What follows belongs to an exercise in optimizing a design on an open flow for small area; a production flow would make more cautious choices.
In this exercise RTL edits were held to simulation tests only and were not proved equivalent to the original.
Power and IR drop assume default switching activity.

<file path="flow/run.sh">
#!/bin/bash
# synth_recipe.tcl (not shown) runs the flow's synth.tcl, then flattens the netlist and writes it again
# the make line also repeats each setting of config.mk as NAME=value (left out here)
make -C /OpenROAD-flow-scripts/flow DESIGN_CONFIG=/design/flow/config.mk WORK_HOME=/design/flow/orfs CLKGATE_MAP_FILE= SYNTH_SCRIPT=/design/flow/synth_recipe.tcl finish
</file>
<file path="flow/config.mk">
export PLATFORM = sky130hd
export DESIGN_NAME = mrf_nw_ckpt
export DESIGN_NICKNAME = mrf_nw_ckpt
export VERILOG_FILES = /design/flow/design.v
export SDC_FILE = /design/flow/constraint.sdc
export NUM_CORES = 4
export LEC_CHECK = 0
export CAP_MARGIN = 20
export CELL_PAD_IN_SITES_DETAIL_PLACEMENT = 1
export CELL_PAD_IN_SITES_GLOBAL_PLACEMENT = 1
export CORE_MARGIN = 2
export CORE_UTILIZATION = 25
export SLEW_MARGIN = 20
</file>
<file path="flow/constraint.sdc">
create_clock -name core_clock -period 7.0 [get_ports {CLK}]
set_input_delay 1.4000 -clock core_clock [delete_from_list [all_inputs] [get_ports {CLK}]]
set_output_delay 1.4000 -clock core_clock [all_outputs]
set_load 0.01 [all_outputs]
</file>
<file path="flow/design.v">
module mrf_nw_ckpt #(
  parameter int              DW         = 32,
  parameter int              AW         = 5,
  parameter logic [DW-1:0]   RST_VECTOR = '0,
  parameter int              NUM_WRITE  = 2,
  parameter int              NUM_READ   = 2,
  parameter int              CW         = 2
) (
  input  logic                    CLK,
  input  logic                    RST,
  input  logic [NUM_WRITE-1:0]    WE,
  input  logic [AW*NUM_WRITE-1:0] WADDR,
  input  logic [DW*NUM_WRITE-1:0] WDATA,
  input  logic [AW*NUM_READ-1:0]  RADDR,
  output logic [DW*NUM_READ-1:0]  RDATA,
  input  logic                    CKPT_TAKE,
  output logic                    CKPT_RDY,
  output logic [CW-1:0]           CKPT_ID,
  input  logic                    CKPT_RESTORE,
  input  logic [CW-1:0]           CKPT_RID,
  input  logic                    CKPT_RELEASE,
  output logic [CW:0]             CKPT_CNT
);
  localparam int NENT = 1 << AW;
  localparam int NCK  = 1 << CW;
  localparam logic [CW:0] full_cnt = NCK[CW:0];
  logic [NENT*DW-1:0] mem;
  logic [NENT*DW-1:0] wr_next;
  logic [NENT*DW-1:0] slots [NCK];
  logic [NENT*DW-1:0] rsel;
  logic [CW-1:0] head;
  logic [CW-1:0] tail;
  logic [CW:0]   cnt;
  logic [CW-1:0] rdist;
  logic          rst_valid;
  logic          rel_ok;
  logic          take_ok;
  assign rdist     = CKPT_RID - head;
  assign rst_valid = CKPT_RESTORE && ({1'b0, rdist} < cnt);
  assign rel_ok    = CKPT_RELEASE && (cnt != '0) && !rst_valid;
  assign take_ok   = CKPT_TAKE && !rst_valid && ((cnt != full_cnt) || rel_ok);
  assign CKPT_RDY  = (cnt != full_cnt);
  assign CKPT_ID   = tail;
  assign CKPT_CNT  = cnt;
  assign rsel = slots[CKPT_RID];
  genvar gi, gj, gk;
  for (gi = 0; gi < NENT; gi++) begin : g_ent
    logic [DW-1:0] wv [NUM_WRITE+1];
    assign wv[0] = mem[gi*DW +: DW];
    for (gj = 0; gj < NUM_WRITE; gj++) begin : g_wp
      assign wv[gj+1] = (WE[gj] && (WADDR[gj*AW +: AW] == AW'(gi))) ?
                        WDATA[gj*DW +: DW] : wv[gj];
    end
    assign wr_next[gi*DW +: DW] = wv[NUM_WRITE];
    always_ff @(posedge CLK or negedge RST) begin
      if (!RST) begin
        mem[gi*DW +: DW] <= RST_VECTOR;
      end else if (rst_valid) begin
        mem[gi*DW +: DW] <= rsel[gi*DW +: DW];
      end else begin
        mem[gi*DW +: DW] <= wr_next[gi*DW +: DW];
      end
    end
  end
  for (gk = 0; gk < NUM_READ; gk++) begin : g_rd
    assign RDATA[gk*DW +: DW] = mem[RADDR[gk*AW +: AW]*DW +: DW];
  end
  always_ff @(posedge CLK or negedge RST) begin
    if (!RST) begin
      head <= '0;
      tail <= '0;
      cnt  <= '0;
    end else if (rst_valid) begin
      tail <= CKPT_RID;
      cnt  <= {1'b0, rdist};
    end else begin
      if (take_ok) begin
        tail <= tail + 1'b1;
      end
      if (rel_ok) begin
        head <= head + 1'b1;
      end
      case ({take_ok, rel_ok})
        2'b10:   cnt <= cnt + 1'b1;
        2'b01:   cnt <= cnt - 1'b1;
        default: cnt <= cnt;
      endcase
    end
  end
  for (gk = 0; gk < NCK; gk++) begin : g_slot
    always_ff @(posedge CLK) begin
      if (take_ok && (tail == CW'(gk))) begin
        slots[gk] <= wr_next;
      end
    end
  end
endmodule
</file>
==> impl_metrics.toml, run 1 <==
[clock_network]
cts_setup_buffers = 0
post_cts_resized = 0
cts_made_buffers = 555
cts_hold_buf = 0
cts_htree_levels = 6
root_buffer = "clkbuf_16"
cts_tree = "yes"
clockBufferDepth = 4
insertion_delay_ns = 1.14
clkTransAtPathRegs_ns = 0.06
clock-sinks = 5127

[critical_path]
cp.arrival_ns = 5.56
startpoint_type = "input port"
cpMostUsedCell = "buf_4"
rr_worst_depth = 9
critPathMaxFanout = 21
critPathKind = "in -> out"
crit_path_cell_trace = "clkdlybuf4s50_1, nor2b_4, buf_4, buf_4, a22o_1, nor3_1, a31oi_1, buf_4, nand3_1, clkdlybuf4s50_1"
critical-path-max-stage-delay_ns = 0.81
regToRegStartpoint = "head[0]$_DFFE_PN0P_"
rr_endpoint = "slots[3][879]$_DFFE_PP_"
crit_path_end_kind = "primary output"
cp_slowest_cell = "clkdlybuf4s50_1"
required_ns = 5.60
r2r_setup_slack_ns = 3.23

[floorplan]
start_util = 0.251
io_pins = 163
num_rows = 347
die_h_um = 950
core-area_um2 = 892000
dieArea_um2 = 902000
die_w_um = 950

[place]
io_buffers = 162
place_hpwl_mm = 543
gp_congestion = 0.835
dpl_cell_area_um2 = 243000
placed_cells = 26100
place_ws_ns = 0.107

[sta]
hold_viol = 0
fin_crit_sh = 0.994
maxClockFrequency_mhz = 144
rsz0062_at_grt = "no"
slew_headroom = 0.151
setup_viol = 0
min_period_ns = 6.96
worst-slew-pin-transition_ns = 1.27
drv_slew = 0
clock_skew_ns = 0.0966
setup_tns_ns = 0
fin_ws_ns = 0.0427

[grt]
grt_pass1_vias = 147000
grtUsageMet3 = 0.0354
grt_start_max_net_pins = 117
busiest_layer = "met2"
grtUsageMet1 = 0.248
grt_pass1_wl_mm = 1210
grtUsageMet2 = 0.300
grt_antenna_before_repair = 108
overflow = 0
grtUsageTotal = 0.188

[synth]
netlist_top_cells_count = "4096 x edfxtp_1, 2020 x nand2_1, 1101 x nor2_1"
synth_flop_cell = "edfxtp_1"
synth_seq_cells = 5127
synth.cell_area_um2 = 224000
synth_fp_nets = 14700
syn_inst = 14600
synthArstFlopShare = 0.201
yosysTopAreaCellShare = 0.550
synth.most_common_cell = "edfxtp_1"
yosys.area.top_type = "edfxtp_1"
synth.area.top_cells = "edfxtp_1 55%, dfrtp_1 12%, mux4_2 10%"
yosys_warnings = 34
ys_seq_area_frac = 0.665
synth_area_per_cell_um2 = 15.3
synth_edf_count = 4096
ys_types = 52

[finish]
areaGrowthSynthToFinish_pct = 16.9
drive_gt1_frac = 0.231
fin_nets = 14800
fin_area_um2 = 261000
final_cells = 27100
seq_area_um2 = 149000
multi_input_area_um2 = 71100
nFillCells = 93600

[power_and_ir_drop]
p_total_mw = 109
p_per_area_nw_per_um2 = 417
max-vdd-ir-drop_mv = 0.324
leakage_nw = 90.5

[outcome]
status = "no timing/DRC/antenna violations"

[detailed_routing]
viasPerCell = 5.27
drcViolationCount = 0
drt_iter0_drc = 16100
vias = 143000
drt_first_pass_iters = 6
ant_nets = 0
drt-total-wl_mm = 876
avgRoutedWirePerCell_um = 32.3

[job]
cap_violations = 0

[worst_hold_path]
hold_path.class = "in -> async"
worst max-delay path, delay by kind of cell:
kind | cells | cell delay (ns)
and+or+nand+nor | 3 | 1.23
AOI/OAI and AO/OA | 2 | 0.58
buffers and inverters | 5 | 2.30
state kept, by name (all words and copies together) (netlist names):
signal,cells
cnt,3
mem,1024
slots,4096
head,2
tail,2
through the flow:
step                      utilization  hold slack, ns
after global placement          0.272           0.475
after detailed placement        0.272           0.481
after CTS                       0.293          0.0587
after floorplan                     -           0.462
after global routing            0.293           0.107
final                           0.293           0.148
cell type report:
class | count | area share
Antenna cell | 65 | 0.000622
Sequential cell | 5127 | 0.569
Timing Repair Buffer | 742 | 0.0304
Clock inverter | 251 | 0.0122
Multi-Input combinational cell | 8317 | 0.272
Tap cell | 11900 | 0.0568
Inverter | 6 | 0.000105
Clock buffer | 770 | 0.0591
cell families (layout without fill, tap and decap cells):
group / after synthesis / count (layout) / synth area share
buf+inv: 1201 / 1769 / 0.0210
flops: 5127 / 5127 / 0.665
fa+ha+maj: 7 / 7 / 0.000425
simple gates: 3489 / 3489 / 0.0617
other cells: 0 / 65 / 0
compound gates: 1667 / 1667 / 0.0476
xor+xnor: 7 / 7 / 0.000274
mux: 3147 / 3147 / 0.204
cells in the final DEF, fill, tap and decap left out, types with 6 or more instances in the layout:
master	n
nand2_4	44
nor2_1	1079
clkbuf_1	154
clkinv_4	6
nand2_2	12
a22oi_1	196
diode_2	65
inv_16	8
clkdlybuf4s50_1	101
clkbuf_16	567
a31oi_1	919
buf_4	407
edfxtp_1	4096
a21oi_1	367
clkinv_16	12
clkinvlp_4	18
mux2_1	135
and2_1	8
buf_12	174
clkinv_1	53
nand3_1	192
clkinv_8	13
mux4_2	1024
and3_1	31
buf_2	54
a22o_1	128
clkbuf_8	49
inv_6	15
dfrtp_1	1031
mux2i_1	1099
nor3_1	64
bufinv_16	52
clkinv_2	73
nand2_1	1959
a221oi_1	43
mux2_2	889
nor2_4	26
routing by layer:
metal	routed length [um]	up-vias
li1	-	56700
met1	354000	78000
met2	406000	6634
met3	71100	1639
met4	45100	24
met5	177	-
worst max path at each step:
stage | from | endpoint | cells after the start
2_1_floorplan | CKPT_RID[0] | slots[0][0]$_DFFE_PP_ | 12
3_3_place_gp | RADDR[2] | RDATA[5] | 10
3_5_place_dp | RADDR[2] | RDATA[5] | 10
4_1_cts | RADDR[2] | RDATA[5] | 10
5_1_grt | RADDR[2] | RDATA[5] | 10
6_report | RADDR[2] | RDATA[5] | 10
where the power goes:
| part | total [mW] | leakage, nW | switching [mW] | internal [mW] |
|---|---|---|---|---|
| registers | 51.3 | 49.5 | 5.62 | 45.7 |
| logic | 27.3 | 32.0 | 16.4 | 10.9 |
| clock network | 30.5 | 9.03 | 13.0 | 17.5 |
==> inputs of run 2 (changes only) <==
==> flow/design.v (replaced) <==
module mrf_nw_ckpt #(
  parameter int              DW         = 32,
  parameter int              AW         = 5,
  parameter logic [DW-1:0]   RST_VECTOR = '0,
  parameter int              NUM_WRITE  = 2,
  parameter int              NUM_READ   = 2,
  parameter int              CW         = 2
) (
  input  logic                    CLK,
  input  logic                    RST,
  input  logic [NUM_WRITE-1:0]    WE,
  input  logic [AW*NUM_WRITE-1:0] WADDR,
  input  logic [DW*NUM_WRITE-1:0] WDATA,
  input  logic [AW*NUM_READ-1:0]  RADDR,
  output logic [DW*NUM_READ-1:0]  RDATA,
  input  logic                    CKPT_TAKE,
  output logic                    CKPT_RDY,
  output logic [CW-1:0]           CKPT_ID,
  input  logic                    CKPT_RESTORE,
  input  logic [CW-1:0]           CKPT_RID,
  input  logic                    CKPT_RELEASE,
  output logic [CW:0]             CKPT_CNT
);
  localparam int NENT = 32;
  localparam int NCK  = 4;
  logic [NENT*DW-1:0] mem;
  logic [NENT*DW-1:0] slots [NCK];
  logic [1:0] head, tail;
  logic [2:0] cnt;
  logic       zf;          
  logic       pend;        
  logic [1:0] pid;         
  logic [1:0] rdist;
  logic       rst_valid, rel_ok, take_ok, rst_pend;
  assign rdist     = CKPT_RID - head;
  assign rst_valid = CKPT_RESTORE && ({1'b0, rdist} < cnt);
  assign rel_ok    = CKPT_RELEASE && (cnt != 3'd0) && !rst_valid;
  assign take_ok   = CKPT_TAKE && !rst_valid && (!cnt[2] || rel_ok);
  assign rst_pend  = pend && (pid == CKPT_RID);
  assign CKPT_RDY  = !cnt[2];
  assign CKPT_ID   = tail;
  assign CKPT_CNT  = cnt;
  logic [NENT-1:0] h0, h1, keep, zld;
  logic [NCK-1:0]  rsel, csel;
  logic            hold_all;
  assign hold_all = !rst_valid || rst_pend;
  for (genvar e = 0; e < NENT; e++) begin : g_dec
    assign h1[e]   = !rst_valid && WE[1] && (WADDR[9:5] == 5'(e));
    assign h0[e]   = !rst_valid && WE[0] && (WADDR[4:0] == 5'(e)) &&
                     !(WE[1] && (WADDR[9:5] == 5'(e)));
    assign keep[e] = hold_all && !zf && !h0[e] && !h1[e];
    assign zld[e]  = hold_all && zf && !h0[e] && !h1[e];
  end
  for (genvar k = 0; k < NCK; k++) begin : g_ck
    assign rsel[k] = rst_valid && !rst_pend && (CKPT_RID == 2'(k));
    assign csel[k] = pend && (pid == 2'(k));
  end
  for (genvar e = 0; e < NENT; e++) begin : g_ent
    logic [DW-1:0] cur, d;
    assign cur = mem[e*DW +: DW];
    assign d = ({DW{rsel[0]}} & slots[0][e*DW +: DW]) |
               ({DW{rsel[1]}} & slots[1][e*DW +: DW]) |
               ({DW{rsel[2]}} & slots[2][e*DW +: DW]) |
               ({DW{rsel[3]}} & slots[3][e*DW +: DW]) |
               ({DW{h1[e]}}   & WDATA[63:32]) |
               ({DW{h0[e]}}   & WDATA[31:0]) |
               ({DW{keep[e]}} & cur) |
               ({DW{zld[e]}}  & RST_VECTOR);
    always_ff @(posedge CLK) begin
      mem[e*DW +: DW] <= d;
    end
  end
  for (genvar p = 0; p < NUM_READ; p++) begin : g_rd
    logic [NENT-1:0] ra;
    logic [DW-1:0]   acc [NENT+1];
    assign acc[0] = '0;
    for (genvar e = 0; e < NENT; e++) begin : g_e
      assign ra[e] = !zf && (RADDR[p*AW +: AW] == 5'(e));
      assign acc[e+1] = acc[e] | ({DW{ra[e]}} & mem[e*DW +: DW]);
    end
    assign RDATA[p*DW +: DW] = acc[NENT] | ({DW{zf}} & RST_VECTOR);
  end
  always_ff @(posedge CLK or negedge RST) begin
    if (!RST) begin
      head <= '0;
      tail <= '0;
      cnt  <= '0;
      pend <= 1'b0;
      pid  <= '0;
      zf   <= 1'b1;
    end else begin
      zf   <= 1'b0;
      pend <= take_ok;
      pid  <= tail;
      if (rst_valid) begin
        tail <= CKPT_RID;
        cnt  <= {1'b0, rdist};
      end else begin
        if (take_ok) tail <= tail + 1'b1;
        if (rel_ok)  head <= head + 1'b1;
        case ({take_ok, rel_ok})
          2'b10:   cnt <= cnt + 1'b1;
          2'b01:   cnt <= cnt - 1'b1;
          default: cnt <= cnt;
        endcase
      end
    end
  end
  for (genvar k = 0; k < NCK; k++) begin : g_slot
    always_ff @(posedge CLK) begin
      if (csel[k]) slots[k] <= mem;
    end
  end
endmodule
==> impl_metrics.toml, run 2 <==
[outcome]
status = "complete, but fails checks"
so_faults = "antenna rules, capacitance limit, slew limit, setup timing"

[grt]
grt_pass1_vias = 155000
grt_start_max_net_pins = 126
grt_antenna_before_repair = 247
grtUsageTotal = 0.277
grt_pass1_wl_mm = 1570
overflow = 0

[detailed_routing]
viasPerCell = 6.25
ant_nets = 2
drt_first_pass_iters = 10
avgRoutedWirePerCell_um = 46.2
vias = 167000
drcViolationCount = 0
drt-total-wl_mm = 1230
drt_iter0_drc = 31300

[sta]
hold_viol = 0
clock_skew_ns = 0.0676
setup_viol = 19
slew_headroom = -0.0265
drv_slew = 2
setup_tns_ns = -1.72
maxClockFrequency_mhz = 136
fin_crit_sh = 1.05
fin_ws_ns = -0.365
rsz0062_at_grt = "yes"
min_period_ns = 7.37
worst-slew-pin-transition_ns = 1.50

[critical_path]
startpoint_type = "register"
critPathKind = "reg -> out"
crit_path_end_kind = "primary output"
required_ns = 5.60
critPathMaxFanout = 17
cp.arrival_ns = 5.97

[power_and_ir_drop]
power_frac_comb = 0.225
p_int_mw = 66.2
clkPwrFrac = 0.284
swShare = 0.381
p_per_area_nw_per_um2 = 429
leakage_nw = 83.2
max-vdd-ir-drop_mv = 0.325
p_total_mw = 107
p_seq_frac = 0.490
p_switching_mw = 40.8

[finish]
fin_nets = 14800
drive_gt1_frac = 0.168
layout.cells.most_common = "edfxtp_1"
regMostFlops = "slots"
seq_area_um2 = 144000
multi_input_area_um2 = 61600
final_cell_mix = "4096 x edfxtp_1, 1196 x a22oi_1, 1150 x nand2_1, 1024 x dfxtp_1, 723 x mux2i_1"
nFillCells = 88000
largest_reg_flops = 4096
areaGrowthSynthToFinish_pct = 19.2
top_regs = "slots x4096, mem x1024, cnt x3"

[floorplan]
core-area_um2 = 836000
dieArea_um2 = 845000
num_rows = 336
die_h_um = 919
die_w_um = 919
io_pins = 163
start_util = 0.250

[job]
cap_violations = 1

[synth]
yosys.area.top_type = "edfxtp_1"
yosysTopAreaCellShare = 0.587
synth_fp_nets = 14500
ys_types = 93
synth_flop_cell = "edfxtp_1"
netlist_top_cells_count = "4096 x edfxtp_1, 1196 x a22oi_1, 1159 x nand2_1"
synth_seq_cells = 5131
synth_area_per_cell_um2 = 14.6
ys_seq_area_frac = 0.687
synth.area.top_cells = "edfxtp_1 59%, dfxtp_1 9.8%, a22oi_1 4.3%"
synthArstFlopShare = 0.00214
synth.most_common_cell = "edfxtp_1"
yosys_warnings = 4
synth.cell_area_um2 = 209000
synth_edf_count = 4096
syn_inst = 14400

[clock_network]
clock-sinks = 5131
root_buffer = "clkbuf_16"
cts_made_buffers = 567
clockBufferDepth = 4
cts_tree = "yes"
clkTransAtPathRegs_ns = 0.06
cts_htree_levels = 6
insertion_delay_ns = 1.22

[worst_hold_path]
hold_path.class = "reg -> reg"

[place]
place_hpwl_mm = 806
gp_congestion = 1.02
io_buffers = 162
[run 2: power by group through the flow]
stage | clock network (mW) | logic [mW] | registers, mW
finish | 30.4 | 24.1 | 52.4
global route | 31.5 | 24.0 | 52.3
CTS | 30.5 | 23.1 | 51.7
detailed placement | 0 | 23.0 | 52.3
global placement | 0 | 22.7 | 51.9
floorplan | 0 | 10.3 | 49.2
[run 2: timing repair]
item | 4_1_cts | 5_1_grt
setup endpoints to repair | 36 | 6
hold buffers | 0 | 0
cloned | 1 | 1
gates resized for setup | 10 | 4
setup buffers | 0 | 11
[run 2: cell type report]
cell class | count | area share
multi-input combinational | 7969 | 0.247
tap | 11200 | 0.0559
timing repair buffer | 1033 | 0.0436
inverter | 10 | 0.000170
antenna | 303 | 0.00304
clock inverter | 229 | 0.0101
clock buffer | 814 | 0.0644
sequential | 5131 | 0.576
[run 2: cell families after synthesis]
group,after synthesis,share of synthesized area
fa+ha+maj,3,0.000215
flops,5131,0.687
buf+inv,1278,0.0262
xor+xnor,10,0.000418
simple gates,3020,0.0718
mux,1241,0.0823
compound gates,3692,0.133
other cells,1,0.0000179
[run 2: routing by layer]
layer	track usage	vias to the layer above	wire, um
met4	0.192	60	97900
met3	0.106	3666	170000
met1	0.351	88300	458000
li1	-	59400	-
met2	0.387	15200	503000
met5	0.00915	-	1140
[run 2: path summary, 6_finish.rpt]
path / startpoint / end / slack (ns) / cells past startpoint
worst max-delay path: zf$_DFF_PN1_ / RDATA[63] / -0.37 / 6
min in group asynchronous: RST / tail[0]$_DFFE_PN0P_ / 0.54 / 1
max in group asynchronous: RST / pid[0]$_DFF_PN0_ / 6.10 / 1
worst min register to register: slots[1][456]$_DFFE_PP_ / mem[456]$_DFF_P_ / 0.41 / 2
worst max register to register: head[0]$_DFFE_PN0P_ / mem[132]$_DFF_P_ / 2.70 / 11
worst min-delay path: slots[1][456]$_DFFE_PP_ / mem[456]$_DFF_P_ / 0.41 / 2
[run 2: stage by stage]
step | worst slack, ns | util | hold slack [ns] | instances | cell area [um^2]
after detailed placement | -0.432 | 0.275 | 0.418 | 25300 | 230000
after global routing | -0.0327 | 0.298 | 0.415 | 26400 | 249000
after floorplan | -19.74 | - | 0.418 | 14400 | 209000
after global placement | -0.705 | 0.275 | 0.416 | 25300 | 230000
after CTS | 0.0415 | 0.297 | 0.409 | 26300 | 249000
final | -0.365 | 0.299 | 0.406 | 26600 | 250000
[run 2: critical path, cell delays in order, from the launching register on]
cell             delay [ns]
dfstp_4                0.92
and4bb_4               0.46
and2_4                 0.33
a2111oi_0              1.32
nand3_1                0.13
or4_1                  0.86
clkdlybuf4s50_1        0.61
==> inputs of run 3 (changes only) <==
--- a/flow/design.v
+++ b/flow/design.v
@@ -28,5 +28,4 @@
   logic [1:0] head, tail;
   logic [2:0] cnt;
-  logic       zf;          
   logic       pend;        
   logic [1:0] pid;         
@@ -41,5 +40,5 @@
   assign CKPT_ID   = tail;
   assign CKPT_CNT  = cnt;
-  logic [NENT-1:0] h0, h1, keep, zld;
+  logic [NENT-1:0] h0, h1, keep;
   logic [NCK-1:0]  rsel, csel;
   logic            hold_all;
@@ -49,6 +48,5 @@
     assign h0[e]   = !rst_valid && WE[0] && (WADDR[4:0] == 5'(e)) &&
                      !(WE[1] && (WADDR[9:5] == 5'(e)));
-    assign keep[e] = hold_all && !zf && !h0[e] && !h1[e];
-    assign zld[e]  = hold_all && zf && !h0[e] && !h1[e];
+    assign keep[e] = hold_all && !h0[e] && !h1[e];
   end
   for (genvar k = 0; k < NCK; k++) begin : g_ck
@@ -65,8 +63,8 @@
                ({DW{h1[e]}}   & WDATA[63:32]) |
                ({DW{h0[e]}}   & WDATA[31:0]) |
-               ({DW{keep[e]}} & cur) |
-               ({DW{zld[e]}}  & RST_VECTOR);
-    always_ff @(posedge CLK) begin
-      mem[e*DW +: DW] <= d;
+               ({DW{keep[e]}} & cur);
+    always_ff @(posedge CLK or negedge RST) begin
+      if (!RST) mem[e*DW +: DW] <= RST_VECTOR;
+      else      mem[e*DW +: DW] <= d;
     end
   end
@@ -76,8 +74,8 @@
     assign acc[0] = '0;
     for (genvar e = 0; e < NENT; e++) begin : g_e
-      assign ra[e] = !zf && (RADDR[p*AW +: AW] == 5'(e));
+      assign ra[e] = (RADDR[p*AW +: AW] == 5'(e));
       assign acc[e+1] = acc[e] | ({DW{ra[e]}} & mem[e*DW +: DW]);
     end
-    assign RDATA[p*DW +: DW] = acc[NENT] | ({DW{zf}} & RST_VECTOR);
+    assign RDATA[p*DW +: DW] = acc[NENT];
   end
   always_ff @(posedge CLK or negedge RST) begin
@@ -88,7 +86,5 @@
       pend <= 1'b0;
       pid  <= '0;
-      zf   <= 1'b1;
     end else begin
-      zf   <= 1'b0;
       pend <= take_ok;
       pid  <= tail;
==> flow/flow/run.sh (new file) <==
#!/bin/bash
# Own flow: the standard layout, with an area-oriented ABC mapping script in synthesis.
set -euo pipefail
W=$(pwd)
export FLOW_WORK=$W
export AREA_ABC_SCRIPT=$W/flow/area.abc
# standard.sh with the synthesis script swapped for flow/synth.tcl (which sources synth_recipe.tcl)
sed "s#SYNTH_SCRIPT=[^ ]*synth_recipe.tcl#SYNTH_SCRIPT=$W/flow/synth.tcl#" standard.sh > own_standard.sh
grep -q "SYNTH_SCRIPT=$W/flow/synth.tcl" own_standard.sh
bash own_standard.sh synth > synth.log 2>&1
bash own_standard.sh finish > layout.log 2>&1
==> flow/flow/area.abc (new file) <==
&get -n
&st
&dch
&nf -a
&put
==> flow/flow/synth.tcl (new file) <==
# The standard synthesis (synth_recipe.tcl), with Yosys's final cell mapping by ABC
# done by an area-oriented script (flow/area.abc) instead of ORFS's speed script.
# Everything before and after the mapping, and so every register, is unchanged.
proc abc {args} {
  set i [lsearch -exact $args -script]
  if {$i >= 0} {
    set args [lreplace $args [expr {$i + 1}] [expr {$i + 1}] $::env(AREA_ABC_SCRIPT)]
  }
  yosys abc {*}$args
}
source $::env(FLOW_WORK)/synth_recipe.tcl
==> flow/standard.sh (new file) <==
#!/bin/bash
# synth_recipe.tcl (not shown) runs the flow's synth.tcl, then flattens the netlist and writes it again
# the make line also repeats each setting of config.mk as NAME=value (left out here)
make -C /OpenROAD-flow-scripts/flow DESIGN_CONFIG=/design/flow/config.mk WORK_HOME=/design/flow/orfs CLKGATE_MAP_FILE= SYNTH_SCRIPT=/design/flow/synth_recipe.tcl "${@:-finish}"
--- a/flow/config.mk
+++ b/flow/config.mk
@@ -10,4 +10,4 @@
 export CELL_PAD_IN_SITES_GLOBAL_PLACEMENT = 1
 export CORE_MARGIN = 2
-export CORE_UTILIZATION = 25
+export CORE_UTILIZATION = 50
 export SLEW_MARGIN = 20
removed: flow/run.sh
==> impl_metrics.toml, run 3 <==
[floorplan]
start_util = 0.501
die_h_um = 622
num_rows = 227
dieArea_um2 = 387000
die_w_um = 622
core-area_um2 = 381000
io_pins = 163

[worst_hold_path]
hold_path.class = "in -> async"

[finish]
areaGrowthSynthToFinish_pct = 18.0
fin_nets = 12700
regMostFlops = "slots"
top_regs = "slots x4096, mem x1024, cnt x3"
utilization = 0.591
final_cell_mix = "4096 x edfxtp_1, 2291 x a222oi_1, 1369 x nand3_1, 1279 x nand2_1, 1034 x dfrtp_1"
layout.cells.most_common = "edfxtp_1"
largest_reg_flops = 4096
fin_area_um2 = 226000
seq_area_um2 = 149000
multi_input_area_um2 = 43200
drive_gt1_frac = 0.139
nFillCells = 33800
final_cells = 18100

[clock_network]
cts_setup_buffers = 0
cts_hold_buf = 0
clock-sinks = 5130
cts_htree_levels = 6
clockBufferDepth = 4
insertion_delay_ns = 1.08
cts_made_buffers = 550
clkTransAtPathRegs_ns = 0.06
root_buffer = "clkbuf_16"
cts_tree = "yes"

[critical_path]
critPathMaxFanout = 16
critPathKind = "in -> out"
required_ns = 5.60
r2r_setup_slack_ns = 2.59
crit_start = "RADDR[4]"
startpoint_type = "input port"
cp.arrival_ns = 5.73
crit_path_end_kind = "primary output"
regToRegStartpoint = "head[1]$_DFFE_PN0P_"

[synth]
synth_seq_cells = 5130
synthArstFlopShare = 0.202
synth.area.top_cells = "edfxtp_1 64%, dfrtp_1 14%, a222oi_1 12%"
synth_area_per_cell_um2 = 17.1
ys_types = 44
yosys_warnings = 4
synth.cell_area_um2 = 191000
synth.most_common_cell = "edfxtp_1"
synth_flop_cell = "edfxtp_1"
syn_inst = 11200
ys_seq_area_frac = 0.779
synth_edf_count = 4096
yosysTopAreaCellShare = 0.644
yosys.area.top_type = "edfxtp_1"
netlist_top_cells_count = "4096 x edfxtp_1, 2291 x a222oi_1, 1369 x nand3_1"
synth_fp_nets = 11300

[detailed_routing]
ant_nets = 0
avgRoutedWirePerCell_um = 48.9
route.met2.wl_mm = 372
drt_iter0_drc = 39000
top_layer = "met5"
dr_wl_met3_mm = 146
drt-total-wl_mm = 887
drt_first_pass_iters = 15
viasPerCell = 8.07
drcViolationCount = 0
m1WireLength_mm = 308
vias = 146000

[sta]
worst-slew-pin-transition_ns = 1.31
maxClockFrequency_mhz = 140
drv_slew = 0
rsz0062_at_grt = "no"
setup_viol = 5
fin_crit_sh = 1.02
hold-worst-slack_ns = 0.396
hold_viol = 0
clock_skew_ns = 0.0357
setup_tns_ns = -0.208
fin_ws_ns = -0.131
slew_headroom = 0.127
min_period_ns = 7.13

[grt]
overflow = 0
grt_start_max_net_pins = 134
grt_pass1_vias = 142000
grt_pass1_wl_mm = 1200
grt_antenna_before_repair = 86
grtUsageTotal = 0.447

[place]
io_buffers = 162
place_ws_ns = -0.311
place_hpwl_mm = 529
gp_congestion = 0.980
placed_cells = 17100
dpl_cell_area_um2 = 207000

[power_and_ir_drop]
leakage_nw = 78.2
p_total_mw = 105
max-vdd-ir-drop_mv = 0.294
p_per_area_nw_per_um2 = 466

[job]
cap_violations = 0

[outcome]
status = "complete, but fails checks"
so_faults = "setup timing"
[run 3: cell count changes after synthesis, moves of 316 or more]
cell,change
a21oi_1,-438
clkbuf_1,-741
dfrtp_1,+1024
o211ai_1,-316
mux4_2,-370
buf_2,-398
dfxtp_1,-1024
a222oi_1,+2272
nand3_1,+987
o22ai_1,-579
mux2i_1,-722
a22oi_1,-930
[run 3: final timing paths]
path	to	depth (start not counted)
max	RDATA[30]	12
max reg2reg	mem[916]$_DFF_PN0_	12
min	mem[130]$_DFF_PN0_	1
min reg2reg	pid[1]$_DFF_PN0_	0
min in group core_clock	pid[1]$_DFF_PN0_	0
max in group asynchronous	mem[412]$_DFF_PN0_	3
[run 3: worst max-delay path: stages]
cell             delay, ns
clkdlybuf4s50_1       0.75
clkinv_1              0.15
buf_4                 0.26
and2_2                0.38
a222oi_1              1.07
buf_4                 0.27
nand4_1               0.19
buf_4                 0.24
nor2_1                0.10
buf_4                 0.18
nand2_1               0.17
clkdlybuf4s50_1       0.54
[run 3: cells by family after synthesis]
family                     share of synthesized area
DFF                                            0.779
and+or+nand+nor                               0.0773
AOI/OAI and AO/OA                              0.142
buffers and inverters                       0.000609
xor gates and xnor gates                    0.000412
adders and majority gates                   0.000236
muxes                                      0.0000524
[run 3: area by class of cell]
cell class                 count  area share
clock buffer                 796      0.0716
tap                         5038      0.0280
antenna                       42    0.000466
sequential                  5130       0.660
timing repair buffer         883      0.0397
inverter                      31    0.000632
clock inverter               210     0.00812
multi-input combinational   6002       0.191
[run 3: metal layers]
layer,global-route usage,up-vias
li1,-,53600
met1,0.606,76100
met2,0.626,14100
met3,0.159,2507
met4,0.254,42
met5,0,-
[run 3: timing repair]
action,4_1_cts,5_1_grt
pin swaps,0,2
gates resized for setup,5,4
endpoints found under the setup margin,2,3
cloned,0,0
[run 3: power breakdown]
group          internal (mW)  leakage, nW  switching [mW]
Sequential              44.6         50.6            9.19
Combinational           6.17         18.8            15.7
Clock                   17.0         8.84            12.3

[re-timing with driven ports]
No port has a modelled driver above. Below, the same layouts with a new extraction and two added sets of constraints. Step 1 assumes that a clkbuf_16 drives the clock port and a buf_2 every other input. Step 2, shift: input delay + t, output delay - t, t = (earliest + latest rising clock arrival at the registers) / 2. This alone moves slack from input paths to output paths. a / b / c = ideal ports / drivers / drivers and shift; a / b = the first two.
| run | t (ns) | setup slack, ns | pins driven straight from the clock port |
|---|---|---|---|
| run 1 | 1.204 | 0.043 / -0.155 / -0.155 | 1 |
| run 2 | 1.321 | -0.365 / -0.523 / -0.523 | 1 |
| run 3 | 1.181 | -0.131 / -0.251 / -0.251 | 1 |
With both steps, setup timing fails in run 1, where it was met with ideal ports. The setup slack of run 1, which loses most, moves by -0.198 ns with the drivers and by -0.198 ns with both steps.
